This is an optimization exercise on Yosys and OpenROAD, whose aim is small area, not a production implementation.
In this exercise RTL edits were held to simulation tests only and were not proved equivalent to the original.

==> flow/design.v <==
package reg_file_sb_pkg;
  localparam int   XLEN_DEF     = 32;
  localparam int   NREG_DEF     = 32;
  localparam int   ZERO_REG     = 0;
  localparam logic RESET_ACTIVE = 1'b1;
  typedef enum logic [1:0] {
    CNT_HOLD,
    CNT_INC,
    CNT_DEC
  } cntOpT;
  function automatic int addrWidth(input int n);
    addrWidth = (n <= 2) ? 1 : $clog2(n);
  endfunction
endpackage
module rf_dec
#(
  parameter int AW       = 5,
  parameter int N        = 32,
  parameter bit USE_EN   = 1'b1,
  parameter bit USE_ALL  = 1'b1,
  parameter bit USE_NONE = 1'b1,
  parameter bit USE_MASK = 1'b0,
  parameter bit INV      = 1'b0
)(
  input  logic          en,
  input  logic          all,
  input  logic          none,
  input  logic [AW-1:0] a,
  input  logic [N-1:0]  maskN,
  output logic [N-1:0]  y
);
  localparam int LW = (AW + 1) / 2;
  localparam int HW = AW - LW;
  logic [(1<<LW)-1:0] lo;
  logic [(1<<HW)-1:0] hi;
  logic               fAll;
  logic               fOn;
  assign fAll = USE_ALL && all;
  assign fOn  = (!USE_EN || en) && !(USE_NONE && none);
  always_comb begin
    for (int i = 0; i < (1<<LW); i++) lo[i] = fAll | (a[LW-1:0] == LW'(i));
    for (int i = 0; i < (1<<HW); i++) hi[i] = fAll | (fOn & (a[AW-1:LW] == HW'(i)));
  end
  assign y[0] = INV;
  for (genvar r = 1; r < N; r++) begin : gRow
    if (INV) begin : gInv
      rf_nand2 u (.a(hi[r >> LW]), .b(lo[r & ((1<<LW)-1)]), .y(y[r]));
    end else if (USE_MASK) begin : gMask
      rf_and3 u (.a(hi[r >> LW]), .b(lo[r & ((1<<LW)-1)]), .c(maskN[r]), .y(y[r]));
    end else begin : gPlain
      rf_and2 u (.a(hi[r >> LW]), .b(lo[r & ((1<<LW)-1)]), .y(y[r]));
    end
  end
endmodule
module rf_and2 (
  input  logic a,
  input  logic b,
  output logic y
);
  assign y = a & b;
endmodule
module rf_and3 (
  input  logic a,
  input  logic b,
  input  logic c,
  output logic y
);
  assign y = a & b & c;
endmodule
module rf_nand2 (
  input  logic a,
  input  logic b,
  output logic y
);
  assign y = ~(a & b);
endmodule
module rf_aoi3 (
  input  logic [2:0] d,
  input  logic [2:0] s,
  output logic       y
);
  assign y = ~|(d & s);
endmodule
module rf_nand4 (
  input  logic [3:0] a,
  output logic       y
);
  assign y = ~&a;
endmodule
module rf_or3 (
  input  logic [2:0] a,
  output logic       y
);
  assign y = |a;
endmodule
module rf_rdbit
#(
  parameter int N = 32
)(
  input  logic [N-1:0] d,
  input  logic [N-1:0] s,
  output logic         y
);
  logic [11:0] n;
  logic [2:0]  m;
  for (genvar g = 0; g < 10; g++) begin : gGrp
    rf_aoi3 u (.d(d[3*g +: 3]), .s(s[3*g +: 3]), .y(n[g]));
  end
  rf_nand2 u30 (.a(d[30]), .b(s[30]), .y(n[10]));
  rf_nand2 u31 (.a(d[31]), .b(s[31]), .y(n[11]));
  rf_nand4 c0 (.a(n[3:0]),  .y(m[0]));
  rf_nand4 c1 (.a(n[7:4]),  .y(m[1]));
  rf_nand4 c2 (.a(n[11:8]), .y(m[2]));
  rf_or3   c3 (.a(m),       .y(y));
endmodule
module reg_file_sb
#(
  parameter int XLEN     = reg_file_sb_pkg::XLEN_DEF,
  parameter int NREG     = reg_file_sb_pkg::NREG_DEF,
  parameter int NRD      = 2,
  parameter int PORT_REG = 31,
  parameter int PORT_W   = 16,
  localparam int AW      = reg_file_sb_pkg::addrWidth(NREG)
)(
  input  logic                clkIn,
  input  logic                resetIn,
  input  logic [NRD*AW-1:0]   rsIn,
  output logic [NRD*XLEN-1:0] DataOut,
  input  logic [AW-1:0]       rdIn,
  input  logic [XLEN-1:0]     DataIn,
  input  logic                WriteIn,
  input  logic                issueIn,
  input  logic [AW-1:0]       issueRdIn,
  output logic [NRD-1:0]      busyOut,
  output logic                stallOut,
  output logic [AW:0]         pendOut,
  output logic [PORT_W-1:0]   portOut
);
  logic            rst;
  logic            rstN;
  logic [NREG-1:0] wen;      
  logic [NREG-1:0] wrDecN;   
  logic [NREG-1:0] isDec;    
  logic [XLEN-1:0] wData;
  logic [XLEN-1:0] regs [1:NREG-1];
  logic [NREG-1:1] busyR;
  logic [NREG-1:0] busy;     
  logic [AW-1:0]   pendCount;
  logic            busyIs;   
  logic            busyWr;   
  logic            sameRow;
  logic            incPend;
  logic            decPend;
  assign rst = (resetIn == reg_file_sb_pkg::RESET_ACTIVE);
  rf_dec #(.AW(AW), .N(NREG), .USE_NONE(1'b0)) wrDecode (
    .en (WriteIn), .all (rst), .none (1'b0), .a (rdIn), .maskN ({NREG{1'b1}}), .y (wen)
  );
  rf_dec #(.AW(AW), .N(NREG), .USE_ALL(1'b0), .USE_NONE(1'b0),
           .INV(1'b1)) wrDecodeR (
    .en (WriteIn), .all (1'b0), .none (1'b0), .a (rdIn), .maskN ({NREG{1'b1}}), .y (wrDecN)
  );
  rf_dec #(.AW(AW), .N(NREG), .USE_ALL(1'b0)) isDecode (
    .en (issueIn), .all (1'b0), .none (rst), .a (issueRdIn), .maskN ({NREG{1'b1}}), .y (isDec)
  );
  assign rstN = ~rst;
  for (genvar b = 0; b < XLEN; b++) begin : gWData
    rf_and2 u (.a(DataIn[b]), .b(rstN), .y(wData[b]));
  end
  for (genvar r = 1; r < NREG; r++) begin : gRow
    always_ff @(posedge clkIn) begin
      if (wen[r]) regs[r] <= wData;
    end
  end
  for (genvar r = 1; r < NREG; r++) begin : gBusy
    always_ff @(posedge clkIn) begin
      busyR[r] <= isDec[r] | (busyR[r] & wrDecN[r] & rstN);
    end
  end
  assign busy = {busyR, 1'b0};
  rf_rdbit #(.N(NREG)) busyIsRd (.d(busy), .s(isDec), .y(busyIs));
  rf_rdbit #(.N(NREG)) busyWrRd (.d(busy), .s(wen),   .y(busyWr));
  assign sameRow = issueIn && (issueRdIn == rdIn);
  assign incPend = |isDec && !busyIs;
  assign decPend = busyWr && !sameRow;
  always_ff @(posedge clkIn) begin
    if (rst)                      pendCount <= '0;
    else if (incPend && !decPend) pendCount <= pendCount + AW'(1);
    else if (decPend && !incPend) pendCount <= pendCount - AW'(1);
  end
  assign pendOut = {1'b0, pendCount};
  for (genvar p = 0; p < NRD; p++) begin : gRead
    logic [AW-1:0]   rs;
    logic            byp;
    logic [NREG-1:0] sel;
    assign rs  = rsIn[p*AW +: AW];
    assign byp = WriteIn && (rdIn == rs) && (rs != '0);
    rf_dec #(.AW(AW), .N(NREG), .USE_EN(1'b0), .USE_ALL(1'b0), .USE_NONE(1'b0),
             .USE_MASK(1'b1)) rdDecode (
      .en (1'b1), .all (1'b0), .none (1'b0), .a (rs), .maskN (wrDecN), .y (sel)
    );
    for (genvar b = 0; b < XLEN; b++) begin : gBit
      logic [NREG-1:0] col;
      assign col[0] = DataIn[b];
      for (genvar r = 1; r < NREG; r++) begin : gCol
        assign col[r] = regs[r][b];
      end
      rf_rdbit #(.N(NREG)) rd (
        .d (col), .s ({sel[NREG-1:1], byp}), .y (DataOut[p*XLEN + b])
      );
    end
    rf_rdbit #(.N(NREG)) rdBusy (.d(busy), .s(sel), .y(busyOut[p]));
  end
  assign stallOut = |busyOut;
  assign portOut = regs[PORT_REG][PORT_W-1:0];
endmodule
Settings: LEC_CHECK=0, CAP_MARGIN=20, CORE_MARGIN=2, CORE_UTILIZATION=50, CTS_BUF_LIST=sky130_fd_sc_hd__clkbuf_8, CTS_CLUSTER_DIAMETER=80, CTS_CLUSTER_SIZE=16, SETUP_SLACK_MARGIN=0.1, SLEW_MARGIN=20, SYNTH_HIERARCHICAL=1, SYNTH_MINIMUM_KEEP_SIZE=0, BUFFER_PORTS_ARGS=-buffer_cell sky130_fd_sc_hd__buf_1; clock period 6.0 ns.
standard.sh (not shown) runs the stock make flow with config.mk's settings and CLKGATE_MAP_FILE= SYNTH_SCRIPT=/design/flow/synth_recipe.tcl, a recipe that flattens the netlist after the stock synthesis.
==> flow/flow/run.sh <==
#!/bin/bash
# Own layout flow: the standard ORFS flow (standard.sh, unchanged
# synthesis) with one setting added to config.mk: port buffers use the
# small sky130_fd_sc_hd__buf_1 instead of the delay cell buffer_ports picks
# by default. Every port still gets a buffer, and the resizer may still
# upsize it. The make run's full output goes to flow_standard.log here.
set -euo pipefail
cat >> config.mk <<'MK'
export BUFFER_PORTS_ARGS = -buffer_cell sky130_fd_sc_hd__buf_1
MK
bash standard.sh finish > flow_standard.log 2>&1
Edit:
--- a/flow/design.v
+++ b/flow/design.v
@@ -174,5 +174,5 @@
   for (genvar r = 1; r < NREG; r++) begin : gBusy
     always_ff @(posedge clkIn) begin
-      busyR[r] <= isDec[r] | (busyR[r] & wrDecN[r] & rstN);
+      busyR[r] <= isDec[r] | (busyR[r] & ~wen[r]);
     end
   end
- final cell count went down by 0.48%
- wire length went down by 4.9%
- non-clock buffer count went down by 46
- maximum frequency went down by 3.1%
- global-route usage went down by 2.1 points
- cell area went down by 1.2%
- core utilization went down by 0.67 points
- synthesized area stays flat
- setup slack gets worse by 0.18 ns
- synthesized cell count went up by 1.1%
- clock skew stays flat

==> what the ideal ports hide <==
The results above use ideal ports. As a check the final layouts listed here were re-extracted and re-timed, cells and wires unchanged. Step 1 (the two cells are an assumption about what drives the block):
set clk [get_ports {clkIn}]
set_driving_cell -lib_cell sky130_fd_sc_hd__clkbuf_16 $clk
set_driving_cell -lib_cell sky130_fd_sc_hd__buf_2 [delete_from_list [all_inputs] $clk]
Step 2 also shifts input and output timing later by t, the mid clock arrival at the registers, as if the neighbouring blocks saw the same clock. a / b / c = ideal / step 1 / step 2; a / b = the first two.
run	t, ns	setup slack, ns	worst setup path after step 2	cell pins on the clock port's net
the first run	0.780	0.404 / 0.372 / 0.372	input to output	1
the second run	0.753	0.226 / 0.197 / 0.197	input to output	1
After both steps every run listed still meets setup and hold. The setup slack of the first run, which loses most, moves by -0.032 ns with the drivers and by -0.032 ns with both steps.
